Context: an optimization exercise on an open-source flow, tuned for small area. The choices shown serve that exercise and are no tape-out recipe.
RTL that was checked went through simulation tests only; none was proved equivalent to the original.
Power figures rest on the tool's default switching activity, not on a simulated workload.

## run Y
==> flow/design.v (excerpt) <==
module rvfiToRvvi (
  input  logic                                                  rvvi,
  input  logic                                                  rstN,
  input  logic                                                  retireValid,
  input  logic [rvviTracePkg::orderWidth-1:0]                   order,
  input  logic [rvviTracePkg::insnWidth-1:0]                    insn,
  input  logic                                                  trap,
  input  logic                                                  intr,
  input  rvviTracePkg::privMode_t                               mode,
  input  logic [rvviTracePkg::xlen-1:0]                         pcRdata,
  input  logic [rvviTracePkg::regAddrWidth-1:0]                 rdAddr,
  input  logic [rvviTracePkg::xlen-1:0]                         rdWdata,
  input  logic [rvviCsrPkg::numCsrs-1:0][rvviTracePkg::xlen-1:0] csrRdata,
  input  logic [rvviCsrPkg::numCsrs-1:0][rvviTracePkg::xlen-1:0] csrRmask,
  input  logic [rvviCsrPkg::numCsrs-1:0][rvviTracePkg::xlen-1:0] csrWdata,
  input  logic [rvviCsrPkg::numCsrs-1:0][rvviTracePkg::xlen-1:0] csrWmask,
  ...
Size: ~1,400 cells after synthesis, roughly 1,700 I/O pins, roughly 18,000 um2 of cells after synthesis.
clock: 10.0 ns
lec_check: 0
cap_margin: 20
core_area: 10 10 410 410
die_area: 0 0 420 420
slew_margin: 20
synth_hierarchical: 1
standard.sh (not shown) runs the stock make flow with config.mk's settings and CLKGATE_MAP_FILE= SYNTH_SCRIPT=/design/flow/synth_recipe.tcl, a recipe that flattens the netlist after the stock synthesis.
==> flow/flow/run.sh <==
#!/bin/bash
# Standard layout with: pins on met2, met3 and met4 so that a smaller die holds them, port buffers of the smallest buffer cell, synthesis
# cells downsized after floorplan, and a clock tree of small buffers without
# dummy loads.
set -euo pipefail
F=$PWD/flow
bash standard.sh "BUFFER_PORTS_ARGS=-buffer_cell sky130_fd_sc_hd__buf_1" \
  "IO_PLACER_H=met3" "IO_PLACER_V=met2 met4" \
  "CTS_ARGS=-sink_clustering_enable -repair_clock_nets -dont_use_dummy_load -buf_list sky130_fd_sc_hd__clkbuf_4 -sink_clustering_size 8 -sink_clustering_max_diameter 50" \
  "POST_FLOORPLAN_TCL=$F/downsize.tcl" \
  finish > standard.log 2>&1
==> flow/flow/downsize.tcl <==
# Give every combinational cell that synthesis upsized its smallest size;
# repair_design fixes any slew or capacitance this leaves during placement.
set n 0
foreach inst [get_cells *] {
  set m [get_property $inst ref_name]
  if {[regexp {^(sky130_fd_sc_hd__[a-z0-9]+)_([0-9]+)$} $m -> base size] && $size > 1
      && ![string match "*df*" $base] && ![string match "*clk*" $base]} {
    set small [get_lib_cells -quiet ${base}_1]
    if {$small eq ""} { set small [get_lib_cells -quiet ${base}_0] }
    if {$small ne ""} {
      replace_cell $inst $small
      incr n
    }
  }
}
puts "downsize: replaced $n cells"
Here is what was changed in the inputs of run G compared with run Y.
- CORE_AREA now 10 10 370 370, was 10 10 410 410
- DIE_AREA now 0 0 380 380, was 0 0 420 420
==> summary.txt <==
- Run G: number of clock-tree buffers in the layout about 9% above run Y
- Relative to run Y, largest net degree at the start of global routing has gone up in run G.
- Compared with run Y, in run G combinational power now sits at about the same level, final area went down about 1.6%, amount of wire on met3 after detailed routing lower.
- From run Y to run G the numbers moved as follows: sequential share of layout area grew by 0.55 points; arrival time of the worst setup path shows a reduction of 0.28 ns; routed wire length has increased; max-cap violation count essentially unchanged.

========
## JK
Another version of the RTL of rvfiToRvvi (not shown whole).
For scale: roughly 1700 cells after synthesis.
export LEC_CHECK = 0
export CAP_MARGIN = 20
export CORE_AREA = 10 10 570 570
export DIE_AREA = 0 0 580 580
export SLEW_MARGIN = 20
create_clock -name core_clock -period 10.0 [get_ports {rvvi}]
==> flow/flow/run.sh <==
#!/bin/bash
# Standard layout, with the port buffers made from the smallest buffer cell
# and a clock tree of smaller buffers without dummy loads.
set -euo pipefail
bash standard.sh "BUFFER_PORTS_ARGS=-buffer_cell sky130_fd_sc_hd__buf_1" \
  "CTS_ARGS=-sink_clustering_enable -repair_clock_nets -dont_use_dummy_load -buf_list sky130_fd_sc_hd__clkbuf_4 -sink_clustering_size 20" \
  finish > standard.log 2>&1
Modified inputs, MS compared to JK
- changing DIE_AREA from 0 0 580 580 to 0 0 650 650
- changing CORE_AREA from 10 10 570 570 to 10 10 640 640
==> flow/run.sh (new file) <==
#!/bin/bash
# synth_recipe.tcl (not shown) runs the flow's synth.tcl, then flattens the netlist and writes it again
# the make line also repeats each setting of config.mk as NAME=value (left out here)
make -C /OpenROAD-flow-scripts/flow DESIGN_CONFIG=/design/flow/config.mk WORK_HOME=/design/flow/orfs CLKGATE_MAP_FILE= SYNTH_SCRIPT=/design/flow/synth_recipe.tcl finish
removed: flow/flow/run.sh
removed: flow/standard.sh
Notes after the runs:
- Summary of MS over JK: sequential share of layout area decreased by 7.9 points relative to the old numbers, die area increased by 26% relative to the old numbers, number of antenna violations at the first check in global routing decreased by 6 relative to the old numbers.
- There was hardly any difference in final worst-path cycle share between JK and MS.
Changes in AL relative to MS:
- a change of CORE_AREA from 10 10 640 640 to 10 10 570 570
- a change of DIE_AREA from 0 0 650 650 to 0 0 580 580
==> flow/flow/run.sh (new file) <==
#!/bin/bash
# Standard layout, with the port buffers made from the smallest buffer cell.
set -euo pipefail
bash standard.sh "BUFFER_PORTS_ARGS=-buffer_cell sky130_fd_sc_hd__buf_1" finish > standard.log 2>&1
==> flow/standard.sh (new file) <==
#!/bin/bash
# synth_recipe.tcl (not shown) runs the flow's synth.tcl, then flattens the netlist and writes it again
# the make line also repeats each setting of config.mk as NAME=value (left out here)
make -C /OpenROAD-flow-scripts/flow DESIGN_CONFIG=/design/flow/config.mk WORK_HOME=/design/flow/orfs CLKGATE_MAP_FILE= SYNTH_SCRIPT=/design/flow/synth_recipe.tcl "${@:-finish}"
removed: flow/run.sh
Notes after the runs:
Compared with MS, in AL wire length shrank by 31000 um; remaining max-slew budget at the tightest pin fell by 11 points; share of total power in combinational logic dropped 6.0 points; final total power went down by 6.2%. Row maximum number of pins on one net before global-route repair: AL lower / MS higher. Comparing MS with AL, the worst hold slack came out essentially unchanged. The non-clock buffer count of AL and that of MS are within noise of each other. Detail-routed via count per cell: AL > MS. From MS to AL the numbers moved as follows: via count of the first global-routing pass moved up, tap cell count shows a reduction of 1102.
Modified inputs, TR compared to AL
==> flow/flow/run.sh <==
#!/bin/bash
# Standard layout, with the port buffers made from the smallest buffer cell
# and a clock tree of smaller buffers without dummy loads.
set -euo pipefail
bash standard.sh "BUFFER_PORTS_ARGS=-buffer_cell sky130_fd_sc_hd__buf_1" \
  "CTS_ARGS=-sink_clustering_enable -repair_clock_nets -dont_use_dummy_load -buf_list sky130_fd_sc_hd__clkbuf_8" \
  finish > standard.log 2>&1
TR against AL: complex-gate fraction of the synthesized area roughly the same, number of pins exceeding their max-slew limit in the final report roughly the same.
Going from AL to TR, first-iteration DRC count grew by a few percent.
From AL to TR the numbers moved as follows: total wirelength of the detailed-routed design flat, number of non-clock inverters flat, final critical-path share of the clock period up 1.7 points, growth of design area from synthesis to finish down 6.3 points.
Changes observed in TR relative to AL: worst voltage drop across the vdd grid now sits lower; multi-input combinational area share now sits higher.
## Diff of input files: PW against TR
- swapping 10 10 570 570 for 10 10 290 290 in CORE_AREA
- swapping 0 0 580 580 for 0 0 300 300 in DIE_AREA
==> flow/flow/run.sh <==
#!/bin/bash
# Standard layout, with the port buffers made from the smallest buffer cell.
set -euo pipefail
bash standard.sh "BUFFER_PORTS_ARGS=-buffer_cell sky130_fd_sc_hd__buf_1" finish > standard.log 2>&1
[summary]
- Average footprint of a synthesized cell: TR vs PW identical
- Number of standard-cell rows in the floorplan (higher): TR
- Y dimension of the die in PW is 280 um lower than in TR
- Number of nets produced by synthesis: PW vs TR identical
- Number of flops mapped to enable cells by yosys came out exactly the same in PW and TR.
- [compare] base=TR new=PW: starting density of the core rose 18 points, area after synthesis flat, die span in x decreased 48%.
- PW never completed, since it errored out during I/O pin placement.
Function was not checked in any run of this note: the RTL went through the layout flow alone.

what the ideal ports hide:
In the flow no input, the clock included, has a driving cell. The finished layouts below were timed again as built, in two steps. Step 1 (the two cells are an assumption about what drives the block):
set clk [get_ports {rvvi}]
set_driving_cell -lib_cell sky130_fd_sc_hd__clkbuf_16 $clk
set_driving_cell -lib_cell sky130_fd_sc_hd__buf_2 [delete_from_list [all_inputs] $clk]
Step 2 adds t to the input delays and takes it off the output delays; t is the mean of the earliest and latest rising clock arrival at the registers after step 1. Input paths then give back, and output paths get back, about the clock's delay inside the block. a / b / c = ideal / step 1 / step 2; a / b = the first two.
run	t, ns	setup WS [ns]	worst hold slack (ns)	latest minus earliest clock arrival (ns)	pins driven straight from the clock port
run Y	0.980	5.332 / 5.254 / 4.994	0.524 / 0.524 / 0.524	0.157 / 0.157	1
run G	0.992	5.610 / 5.548 / 5.053	0.526 / 0.526 / 0.526	0.171 / 0.170	1
JK	1.286	5.538 / 5.450 / 5.432	0.539 / 0.539 / 0.539	0.267 / 0.266	1
MS	0.897	5.541 / 5.439 / 4.839	0.538 / 0.538 / 0.538	0.068 / 0.068	1
AL	0.848	5.912 / 5.818 / 5.539	0.537 / 0.537 / 0.537	0.092 / 0.091	1
TR	0.986	5.740 / 5.653 / 5.511	0.536 / 0.536 / 0.536	0.145 / 0.145	1
After both steps every run listed still meets setup and hold. For MS, which loses most, drivers alone change the setup slack by -0.102 ns; drivers and shift together by -0.702 ns.
